From an optimization exercise on the open Yosys and OpenROAD flow, aimed at small area, a short achievable clock period and few clock cycles per item; shortcuts taken in it are not production practice.
At most, simulation tests tie the RTL to the original design; equivalence was not proved.
Power and IR drop assume default switching activity.

==> inputs of run a <==
## tri_setup_top
module tri_setup_top (
	input  logic                     clk100,
	input  logic                     rst_n,
	input  logic                     next_frame,
	input  tri_setup_pkg::vtx_word_t vtx_data,
	input  logic                     vtx_empty,
	input  logic                     tri_wait,
	output logic                     vtx_pop,
	output tri_setup_pkg::tri_word_t tri_data,
	output logic                     tri_push
);
==> module slope_divider, before the edit <==
module slope_divider (
	input  logic                               clk100,
	input  logic                               idle,
	input  logic                               norm,
	input  logic                               run,
	input  logic                               first,    
	input  tri_setup_pkg::delta_t              dx_in,
	input  tri_setup_pkg::delta_t              dy_in,
	input  logic [tri_setup_pkg::COORD_W+1:0]  w_norm,
	input  logic [tri_setup_pkg::COORD_W-1:0]  d_norm,
	input  logic [3:0]                         lza_norm,
	input  logic [3:0]                         lzd_norm,
	input  logic                               neg_norm,
	output logic [tri_setup_pkg::COORD_W+1:0]  w,        
	output logic [tri_setup_pkg::COORD_W:0]    d,        
	output logic                               neg,
	output logic                               last,     
	output logic                               step,     
	output logic [1:0]                         digit,
	output logic                               dnz       
);
	localparam int W = tri_setup_pkg::COORD_W;
	logic [W+1:0] d3;
	logic [W+2:0] r1;
	logic [W+2:0] r2;
	logic [W+2:0] r3;
	logic [W-1:0] rest;
	logic [3:0]   cnt;       
	logic [3:0]   lza;
	logic         nz;
	logic [4:0]   c;
	logic [3:0]   steps;
	logic         hold;
	logic [W+1:0] w_nx;
	logic         ge1;       
	logic         ge2;
	logic         ge3;
	assign r1 = {1'b0, w} - {3'b000, d[W-1:0]};
	assign r2 = {1'b0, w} - {2'b00, d[W-1:0], 1'b0};
	assign r3 = {1'b0, w} - {1'b0, d3};
	assign ge1   = !r1[W+2];
	assign ge2   = !r2[W+2];
	assign ge3   = !r3[W+2] && !first;
	assign digit = {ge2, ge3 || (ge1 && !ge2)};
	assign dnz   = ge1;
	assign rest  = ge3 ? r3[W-1:0] : (ge2 ? r2[W-1:0] : (ge1 ? r1[W-1:0] : w[W-1:0]));
	assign c     = 5'd11 + {1'b0, cnt} - {1'b0, lza};
	assign steps = 4'((c + 5'd1) >> 1);
	assign nz    = d[W-1] && (w[W] || w[W-1]);
	assign hold  = nz && (cnt[0] != lza[0]);
	assign last  = first ? (!nz || (!hold && steps == 4'd1)) : (cnt <= 1);
	assign step  = run && (first ? (nz && !hold) : (cnt != 0));
	assign w_nx = ({(W+2){idle}} & {dx_in[W], dx_in})
	            | ({(W+2){norm}} & w_norm)
	            | ({(W+2){step}} & {rest, 2'b00});
	always_ff @(posedge clk100)
		if (idle || norm || step)
			w <= w_nx;
	always_ff @(posedge clk100)
	begin
		if (idle)
			d <= dy_in;
		else if (norm)
		begin
			d    <= {1'b0, d_norm};
			cnt  <= lzd_norm;
			lza  <= lza_norm;
			neg  <= neg_norm;
		end
		else if (run)
		begin
			if (first)
			begin
				d3 <= {1'b0, d[W-1:0]} + {d[W-1:0], 1'b0};
				if (!nz)
					cnt <= '0;
				else if (hold)
					cnt <= steps;
				else
					cnt <= steps - 1'b1;
			end
			else if (cnt != 0)
				cnt <= cnt - 1'b1;
		end
	end
endmodule
==> flow/config.mk <==
export PLATFORM = sky130hd
export DESIGN_NAME = tri_setup_top
export DESIGN_NICKNAME = tri_setup_top
export VERILOG_FILES = /design/flow/design.v
export SDC_FILE = /design/flow/constraint.sdc
export NUM_CORES = 4
export LEC_CHECK = 0
export ABC_AREA = 1
export CAP_MARGIN = 20
export CORE_MARGIN = 2
export CORE_UTILIZATION = 40
export SETUP_SLACK_MARGIN = 1.1
export SLEW_MARGIN = 20
==> flow/constraint.sdc <==
create_clock -name core_clock -period 4.5 [get_ports {clk100}]
set_input_delay 0.9000 -clock core_clock [delete_from_list [all_inputs] [get_ports {clk100}]]
set_output_delay 0.9000 -clock core_clock [all_outputs]
set_load 0.01 [all_outputs]
run.sh (not shown) runs the stock make flow with config.mk's settings and CLKGATE_MAP_FILE= SYNTH_SCRIPT=/design/flow/synth_recipe.tcl, a recipe that flattens the netlist after the stock synthesis.
==> run b (differences from run a) <==
--- a/flow/design.v
+++ b/flow/design.v
@@ -211,15 +211,14 @@
 	logic [W-1:0] rest;
 	logic [3:0]   cnt;       
 	logic [3:0]   lza;
 	logic         nz;
 	logic [4:0]   c;
 	logic [3:0]   steps;
 	logic         hold;
-	logic [W+1:0] w_nx;
 	logic         ge1;       
 	logic         ge2;
 	logic         ge3;
 	assign r1 = {1'b0, w} - {3'b000, d[W-1:0]};
 	assign r2 = {1'b0, w} - {2'b00, d[W-1:0], 1'b0};
 	assign r3 = {1'b0, w} - {1'b0, d3};
 	assign ge1   = !r1[W+2];
@@ -230,26 +229,24 @@
 	assign rest  = ge3 ? r3[W-1:0] : (ge2 ? r2[W-1:0] : (ge1 ? r1[W-1:0] : w[W-1:0]));
 	assign c     = 5'd11 + {1'b0, cnt} - {1'b0, lza};
 	assign steps = 4'((c + 5'd1) >> 1);
 	assign nz    = d[W-1] && (w[W] || w[W-1]);
 	assign hold  = nz && (cnt[0] != lza[0]);
 	assign last  = first ? (!nz || (!hold && steps == 4'd1)) : (cnt <= 1);
 	assign step  = run && (first ? (nz && !hold) : (cnt != 0));
-	assign w_nx = ({(W+2){idle}} & {dx_in[W], dx_in})
-	            | ({(W+2){norm}} & w_norm)
-	            | ({(W+2){step}} & {rest, 2'b00});
-	always_ff @(posedge clk100)
-		if (idle || norm || step)
-			w <= w_nx;
 	always_ff @(posedge clk100)
 	begin
 		if (idle)
+		begin
+			w <= {dx_in[W], dx_in};
 			d <= dy_in;
+		end
 		else if (norm)
 		begin
+			w    <= w_norm;
 			d    <= {1'b0, d_norm};
 			cnt  <= lzd_norm;
 			lza  <= lza_norm;
 			neg  <= neg_norm;
 		end
 		else if (run)
 		begin
@@ -257,18 +254,24 @@
 			begin
 				d3 <= {1'b0, d[W-1:0]} + {d[W-1:0], 1'b0};
 				if (!nz)
 					cnt <= '0;
 				else if (hold)
 					cnt <= steps;
 				else
-					cnt <= steps - 1'b1;
+				begin
+					w    <= {rest, 2'b00};
+					cnt  <= steps - 1'b1;
+				end
 			end
 			else if (cnt != 0)
-				cnt <= cnt - 1'b1;
+			begin
+				w    <= {rest, 2'b00};
+				cnt  <= cnt - 1'b1;
+			end
 		end
 	end
 endmodule
 `timescale 1ns/10ps
 module slope_collect (
 	input  logic                     clk100,
 	input  logic                     norm,      
--- a/flow/config.mk
+++ b/flow/config.mk
@@ -5,9 +5,9 @@
 export SDC_FILE = /design/flow/constraint.sdc
 export NUM_CORES = 4
 export LEC_CHECK = 0
 export ABC_AREA = 1
 export CAP_MARGIN = 20
 export CORE_MARGIN = 2
 export CORE_UTILIZATION = 40
-export SETUP_SLACK_MARGIN = 1.1
+export SETUP_SLACK_MARGIN = 1.2
 export SLEW_MARGIN = 20
==> run c (differences from run a) <==
--- a/flow/design.v
+++ b/flow/design.v
@@ -57,15 +57,14 @@
 	assign idle    = !norm && !run && !tri_push;
 	assign vtx_pop = idle && !vtx_empty && !tri_wait && !next_frame;
 endmodule
 `timescale 1ns/10ps
 module vertex_sort (
 	input  logic                      clk100,
 	input  logic                      idle,
-	input  logic                      norm,
 	input  tri_setup_pkg::vtx_word_t  vtx_data,
 	output logic [3*(tri_setup_pkg::COORD_W+1)-1:0] dx,   
 	output logic [3*(tri_setup_pkg::COORD_W+1)-1:0] dy,
 	output tri_setup_pkg::tri_hdr_t   hdr,
 	output logic [2:0]                ord          
 );
 	localparam int W = tri_setup_pkg::COORD_W;
@@ -74,76 +73,68 @@
 	tri_setup_pkg::row_t   vr [0:2];
 	logic       a_le_b;
 	logic       a_le_c;
 	logic       b_le_c;
 	logic [1:0] i_top;
 	logic [1:0] i_mid;
 	logic [1:0] i_bot;
+	logic       eq_ab;
+	logic       eq_ac;
+	logic       eq_bc;
 	logic       same_row;
-	tri_setup_pkg::coord_t hx [0:2];
-	tri_setup_pkg::row_t   hr [0:2];
-	logic [2:0]            req;                     
+	tri_setup_pkg::tri_hdr_t hdr_d;
 	always_comb
 	begin
 		for (int i = 0; i < 3; i++)
 		begin
 			vx[i] = vtx_data[(5-i)*W +: W];
 			vy[i] = vtx_data[(2-i)*W +: W];
 			vr[i] = vy[i][W-1:2];
 		end
 	end
 	assign dx = {{1'b0, vx[1]} - {1'b0, vx[0]}, {1'b0, vx[2]} - {1'b0, vx[0]}, {1'b0, vx[2]} - {1'b0, vx[1]}};
 	assign dy = {{1'b0, vy[1]} - {1'b0, vy[0]}, {1'b0, vy[2]} - {1'b0, vy[0]}, {1'b0, vy[2]} - {1'b0, vy[1]}};
 	assign a_le_b = !dy[2*(W+1)+W];
 	assign a_le_c = !dy[(W+1)+W];
 	assign b_le_c = !dy[W];
-	always_ff @(posedge clk100)
-	begin
-		if (idle)
-		begin
-			for (int i = 0; i < 3; i++)
-			begin
-				hx[i] <= vx[i];
-				hr[i] <= vr[i];
-			end
-			req <= {vr[0] == vr[1], vr[0] == vr[2], vr[1] == vr[2]};
-			ord <= {a_le_b, a_le_c, b_le_c};
-		end
-		else if (norm)
-		begin
-			hx[0] <= hx[i_top];
-			hx[1] <= same_row ? hx[i_mid] : hx[i_top];
-			hr[0] <= hr[i_top];
-			hr[1] <= hr[i_mid];
-			hr[2] <= hr[i_bot];
-		end
-	end
 	always_comb
 	begin
-		case (ord)
+		case ({a_le_b, a_le_c, b_le_c})
 			3'b111:  {i_top, i_mid, i_bot} = {2'd0, 2'd1, 2'd2};
 			3'b110:  {i_top, i_mid, i_bot} = {2'd0, 2'd2, 2'd1};
 			3'b011:  {i_top, i_mid, i_bot} = {2'd1, 2'd0, 2'd2};
 			3'b100:  {i_top, i_mid, i_bot} = {2'd2, 2'd0, 2'd1};
 			3'b001:  {i_top, i_mid, i_bot} = {2'd1, 2'd2, 2'd0};
 			3'b000:  {i_top, i_mid, i_bot} = {2'd2, 2'd1, 2'd0};
 			default: {i_top, i_mid, i_bot} = {2'd0, 2'd1, 2'd2};   
 		endcase
 	end
-	assign same_row = req[i_bot];
-	assign hdr = {hx[0], hx[1], hr[0], hr[1], hr[2]};
+	assign eq_ab = vr[0] == vr[1];
+	assign eq_ac = vr[0] == vr[2];
+	assign eq_bc = vr[1] == vr[2];
+	assign same_row = (i_bot == 2'd0) ? eq_bc : ((i_bot == 2'd1) ? eq_ac : eq_ab);
+	assign hdr_d = {vx[i_top], same_row ? vx[i_mid] : vx[i_top], vr[i_top], vr[i_mid], vr[i_bot]};
+	always_ff @(posedge clk100)
+	begin
+		if (idle)
+		begin
+			hdr <= hdr_d;
+			ord <= {a_le_b, a_le_c, b_le_c};
+		end
+	end
 endmodule
 `timescale 1ns/10ps
 module slope_issue (
 	input  tri_setup_pkg::delta_t            dx,
 	input  tri_setup_pkg::delta_t            dy,
 	output logic [tri_setup_pkg::COORD_W+1:0] w_init,    
 	output logic [tri_setup_pkg::COORD_W-1:0] dvs,       
 	output logic [3:0]                        lz_a,      
 	output logic [3:0]                        lz_d,      
+	output logic                              nz,        
 	output logic                              neg
 );
 	localparam int W = tri_setup_pkg::COORD_W;
 	logic [W-1:0] a_abs;
 	logic [W-1:0] d_abs;
 	logic [W-1:0] a_n;
 	logic [W-1:0] d_n;
@@ -175,14 +166,15 @@
 		ld[1] = v[W-1:W-2] == '0;  if (ld[1]) v = v << 2;
 		ld[0] = !v[W-1];           if (ld[0]) v = v << 1;
 		d_n = v;
 	end
 	assign dvs = d_n;
 	assign lz_a   = la;
 	assign lz_d   = ld;
+	assign nz     = a_n[W-1] && d_n[W-1];
 	assign w_init = (la[0] == ld[0]) ? {2'b00, a_n} : {1'b0, a_n, 1'b0};
 endmodule
 `timescale 1ns/10ps
 module slope_divider (
 	input  logic                               clk100,
 	input  logic                               idle,
 	input  logic                               norm,
@@ -190,95 +182,111 @@
 	input  logic                               first,    
 	input  tri_setup_pkg::delta_t              dx_in,
 	input  tri_setup_pkg::delta_t              dy_in,
 	input  logic [tri_setup_pkg::COORD_W+1:0]  w_norm,
 	input  logic [tri_setup_pkg::COORD_W-1:0]  d_norm,
 	input  logic [3:0]                         lza_norm,
 	input  logic [3:0]                         lzd_norm,
+	input  logic                               nz_norm,
 	input  logic                               neg_norm,
 	output logic [tri_setup_pkg::COORD_W+1:0]  w,        
 	output logic [tri_setup_pkg::COORD_W:0]    d,        
 	output logic                               neg,
 	output logic                               last,     
 	output logic                               step,     
-	output logic [1:0]                         digit,
-	output logic                               dnz       
+	output logic [1:0]                         digit
 );
 	localparam int W = tri_setup_pkg::COORD_W;
 	logic [W+1:0] d3;
 	logic [W+2:0] r1;
 	logic [W+2:0] r2;
 	logic [W+2:0] r3;
 	logic [W-1:0] rest;
 	logic [3:0]   cnt;       
 	logic [3:0]   lza;
 	logic         nz;
 	logic [4:0]   c;
 	logic [3:0]   steps;
 	logic         hold;
-	logic [W+1:0] w_nx;
-	logic         ge1;       
-	logic         ge2;
-	logic         ge3;
 	assign r1 = {1'b0, w} - {3'b000, d[W-1:0]};
 	assign r2 = {1'b0, w} - {2'b00, d[W-1:0], 1'b0};
 	assign r3 = {1'b0, w} - {1'b0, d3};
-	assign ge1   = !r1[W+2];
-	assign ge2   = !r2[W+2];
-	assign ge3   = !r3[W+2] && !first;
-	assign digit = {ge2, ge3 || (ge1 && !ge2)};
-	assign dnz   = ge1;
-	assign rest  = ge3 ? r3[W-1:0] : (ge2 ? r2[W-1:0] : (ge1 ? r1[W-1:0] : w[W-1:0]));
+	always_comb
+	begin
+		if (!r3[W+2] && !first)
+		begin
+			digit = 2'd3;
+			rest  = r3[W-1:0];
+		end
+		else if (!r2[W+2])
+		begin
+			digit = 2'd2;
+			rest  = r2[W-1:0];
+		end
+		else if (!r1[W+2])
+		begin
+			digit = 2'd1;
+			rest  = r1[W-1:0];
+		end
+		else
+		begin
+			digit = 2'd0;
+			rest  = w[W-1:0];
+		end
+	end
 	assign c     = 5'd11 + {1'b0, cnt} - {1'b0, lza};
 	assign steps = 4'((c + 5'd1) >> 1);
-	assign nz    = d[W-1] && (w[W] || w[W-1]);
 	assign hold  = nz && (cnt[0] != lza[0]);
 	assign last  = first ? (!nz || (!hold && steps == 4'd1)) : (cnt <= 1);
 	assign step  = run && (first ? (nz && !hold) : (cnt != 0));
-	assign w_nx = ({(W+2){idle}} & {dx_in[W], dx_in})
-	            | ({(W+2){norm}} & w_norm)
-	            | ({(W+2){step}} & {rest, 2'b00});
-	always_ff @(posedge clk100)
-		if (idle || norm || step)
-			w <= w_nx;
 	always_ff @(posedge clk100)
 	begin
 		if (idle)
+		begin
+			w <= {dx_in[W], dx_in};
 			d <= dy_in;
+		end
 		else if (norm)
 		begin
+			w    <= w_norm;
 			d    <= {1'b0, d_norm};
 			cnt  <= lzd_norm;
 			lza  <= lza_norm;
+			nz   <= nz_norm;
 			neg  <= neg_norm;
 		end
 		else if (run)
 		begin
 			if (first)
 			begin
 				d3 <= {1'b0, d[W-1:0]} + {d[W-1:0], 1'b0};
 				if (!nz)
 					cnt <= '0;
 				else if (hold)
 					cnt <= steps;
 				else
-					cnt <= steps - 1'b1;
+				begin
+					w    <= {rest, 2'b00};
+					cnt  <= steps - 1'b1;
+				end
 			end
 			else if (cnt != 0)
-				cnt <= cnt - 1'b1;
+			begin
+				w    <= {rest, 2'b00};
+				cnt  <= cnt - 1'b1;
+			end
 		end
 	end
 endmodule
 `timescale 1ns/10ps
 module slope_collect (
 	input  logic                     clk100,
 	input  logic                     norm,      
 	input  logic [2:0]               step,      
 	input  logic [5:0]               digit,     
-	input  logic [2:0]               dnz,       
 	input  logic [2:0]               neg,
 	input  logic [2:0]               ord,
 	input  tri_setup_pkg::tri_hdr_t  hdr,
 	output tri_setup_pkg::tri_word_t tri_data
 );
 	tri_setup_pkg::quot_t  quot [0:2];       
 	tri_setup_pkg::slope_t s    [0:2];
@@ -301,23 +309,22 @@
 	assign src[2] = i_mid;
 	assign src[1] = i_bot;
 	assign src[0] = i_top;
 	for (genvar e = 0; e < 3; e++)
 	begin : g_quot
 		logic       e_step;
 		logic [1:0] e_digit;
-		logic       e_dnz;
 		logic       e_neg;
 		tri_setup_pkg::slope_t q;
 		always_comb
 		begin
 			case (src[e])
-				2'd0:    {e_step, e_digit, e_dnz, e_neg} = {step[0], digit[1:0], dnz[0], neg[0]};
-				2'd1:    {e_step, e_digit, e_dnz, e_neg} = {step[1], digit[3:2], dnz[1], neg[1]};
-				default: {e_step, e_digit, e_dnz, e_neg} = {step[2], digit[5:4], dnz[2], neg[2]};
+				2'd0:    {e_step, e_digit, e_neg} = {step[0], digit[1:0], neg[0]};
+				2'd1:    {e_step, e_digit, e_neg} = {step[1], digit[3:2], neg[1]};
+				default: {e_step, e_digit, e_neg} = {step[2], digit[5:4], neg[2]};
 			endcase
 		end
 		logic [11:1] low;
 		logic        neg_r;              
 		logic [tri_setup_pkg::SLOPE_W-1:0] below;
 		always_ff @(posedge clk100)
 			neg_r <= e_neg;
@@ -327,15 +334,15 @@
 			begin
 				quot[e] <= '0;
 				low     <= '0;
 			end
 			else if (e_step)
 			begin
 				quot[e] <= {quot[e][tri_setup_pkg::QUOT_BITS-3:0], e_digit};
-				low     <= {low[10:1], 1'b0} | {11{e_dnz}};
+				low     <= {low[10:1], 1'b0} | {11{e_digit != 2'd0}};
 			end
 		end
 		always_comb
 		begin
 			below[0] = 1'b0;
 			for (int i = 1; i < tri_setup_pkg::SLOPE_W; i++)
 				if (i >= 2 * 11)
@@ -376,61 +383,61 @@
 	logic [2:0]              ord;
 	logic [W+1:0]            w    [0:2];
 	logic [W:0]              d    [0:2];
 	logic [2:0]              neg;
 	logic [2:0]              last;
 	logic [2:0]              step;
 	logic [5:0]              digit;
-	logic [2:0]              dnz;
 	vertex_sort u_sort (
 		.clk100   (clk100),
 		.idle     (idle),
-		.norm     (norm),
 		.vtx_data (vtx_data),
 		.dx       (dx),
 		.dy       (dy),
 		.hdr      (hdr),
 		.ord      (ord)
 	);
 	for (genvar k = 0; k < 3; k++)
 	begin : g_edge
 		logic [W+1:0]  w_norm;
 		logic [W-1:0]  d_norm;
 		logic [3:0]    lza_norm;
 		logic [3:0]    lzd_norm;
+		logic          nz_norm;
 		logic          neg_norm;
 		slope_issue u_issue (
 			.dx     (w[k][W:0]),
 			.dy     (d[k]),
 			.w_init (w_norm),
 			.dvs    (d_norm),
 			.lz_a   (lza_norm),
 			.lz_d   (lzd_norm),
+			.nz     (nz_norm),
 			.neg    (neg_norm)
 		);
 		slope_divider u_div (
 			.clk100   (clk100),
 			.idle     (idle),
 			.norm     (norm),
 			.run      (run),
 			.first    (first),
 			.dx_in    (dx[k*(W+1) +: W+1]),
 			.dy_in    (dy[k*(W+1) +: W+1]),
 			.w_norm   (w_norm),
 			.d_norm   (d_norm),
 			.lza_norm (lza_norm),
 			.lzd_norm (lzd_norm),
+			.nz_norm  (nz_norm),
 			.neg_norm (neg_norm),
 			.w        (w[k]),
 			.d        (d[k]),
 			.neg      (neg[k]),
 			.last     (last[k]),
 			.step     (step[k]),
-			.digit    (digit[2*k +: 2]),
-			.dnz      (dnz[k])
+			.digit    (digit[2*k +: 2])
 		);
 	end
 	setup_sequencer u_seq (
 		.clk100     (clk100),
 		.rst_n      (rst_n),
 		.next_frame (next_frame),
 		.vtx_empty  (vtx_empty),
@@ -444,14 +451,13 @@
 		.tri_push   (tri_push)
 	);
 	slope_collect u_collect (
 		.clk100   (clk100),
 		.norm     (norm),
 		.step     (step),
 		.digit    (digit),
-		.dnz      (dnz),
 		.neg      (neg),
 		.ord      (ord),
 		.hdr      (hdr),
 		.tri_data (tri_data)
 	);
 endmodule
--- a/flow/config.mk
+++ b/flow/config.mk
@@ -5,9 +5,9 @@
 export SDC_FILE = /design/flow/constraint.sdc
 export NUM_CORES = 4
 export LEC_CHECK = 0
 export ABC_AREA = 1
 export CAP_MARGIN = 20
 export CORE_MARGIN = 2
 export CORE_UTILIZATION = 40
-export SETUP_SLACK_MARGIN = 1.1
+export SETUP_SLACK_MARGIN = 0.6
 export SLEW_MARGIN = 20
==> qor.log <==
qor: power.clockNetworkPower 3.67 mW
qor: global_route.met1_usage_grt 35.9%
qor: logic_synthesis.avgSynthCellArea 7.17 µm²
qor: min_path.whs_endpoint u_collect.g_quot[1].low[11]
qor: finish.nNonClkInverters 584
qor: finish.n_fill_cell 7564
qor: sta.max_slew_margin 30.7%
qor: outcome.run_status no timing/DRC/antenna violations
# the run above: run b

==> qor.log <==
qor: finish.nNonClkInverters 549
qor: finish.n_fill_cell 7647
qor: min_path.hold-path-cell-count 2
qor: min_path.whs_endpoint u_collect.quot[2][20]
qor: global_route.globalRouteTotalUtil 25.1%
qor: global_route.met1_usage_grt 32.8%
qor: outcome.run_status no timing/DRC/antenna violations
qor: power.clockNetworkPower 3.44 mW
# the run above: run c

==> qor.log <==
qor: finish.regMostFlops u_collect.quot
qor: setup_path.r2r_slack 1160 ps
qor: logic_synthesis.avgSynthCellArea 7.06 µm²
qor: place.port_buffers 204
qor: sta.max_slew_margin 33.9%
qor: global_route.met1_usage_grt 34.4%
qor: drt.top_layer_used met5
qor: outcome.run_status no timing/DRC/antenna violations
qor: logic_synthesis.netlist_top_cells_count sky130_fd_sc_hd__nand2_1 (1019), sky130_fd_sc_hd__inv_1 (601), sky130_fd_sc_hd__o21ai_0 (384), sky130_fd_sc_hd__a21oi_1 (372), sky130_fd_sc_hd__ha_1 (291)
qor: finish.n_fill_cell 7656
qor: finish.nNonClkInverters 630
# the run above: run a

Testbench counts of run b, summed over its fixed seeds: cycles 8,061, items 800.
Testbench counts of run c, summed over its fixed seeds: cycles 8,061, items 800.
Only the layout flow was run in run a; the RTL was not checked for function there.

-- re-timing with driven ports --
How much do the figures lean on ideal ports? The routed layouts below were timed once more, with nothing changed but the port constraints.
Step 1, drivers: a clkbuf_16 drives clk100 and a buf_2 each remaining input, both assumed.
Step 2 adds t to the input delays and takes it off the output delays; t is the mean of the earliest and latest rising clock arrival at the registers after step 1. Input paths then give back, and output paths get back, about the clock's delay inside the block.
a / b / c = no drivers / after step 1 / after step 2; a / b = the first two.
run | t, ns | slack for setup (ns) | worst register clock-pin slew, ns
run a | 0.670 | 1.158 / 1.158 / 0.548 | 0.07 / 0.07
run b | 0.663 | 1.312 / 1.312 / 0.675 | 0.06 / 0.06
run c | 0.653 | 0.785 / 0.761 / 0.175 | 0.07 / 0.07
After both steps setup and hold are still met in every run listed. For run b, which loses most, drivers alone change the setup slack by 0.000 ns; drivers and shift together by -0.637 ns.
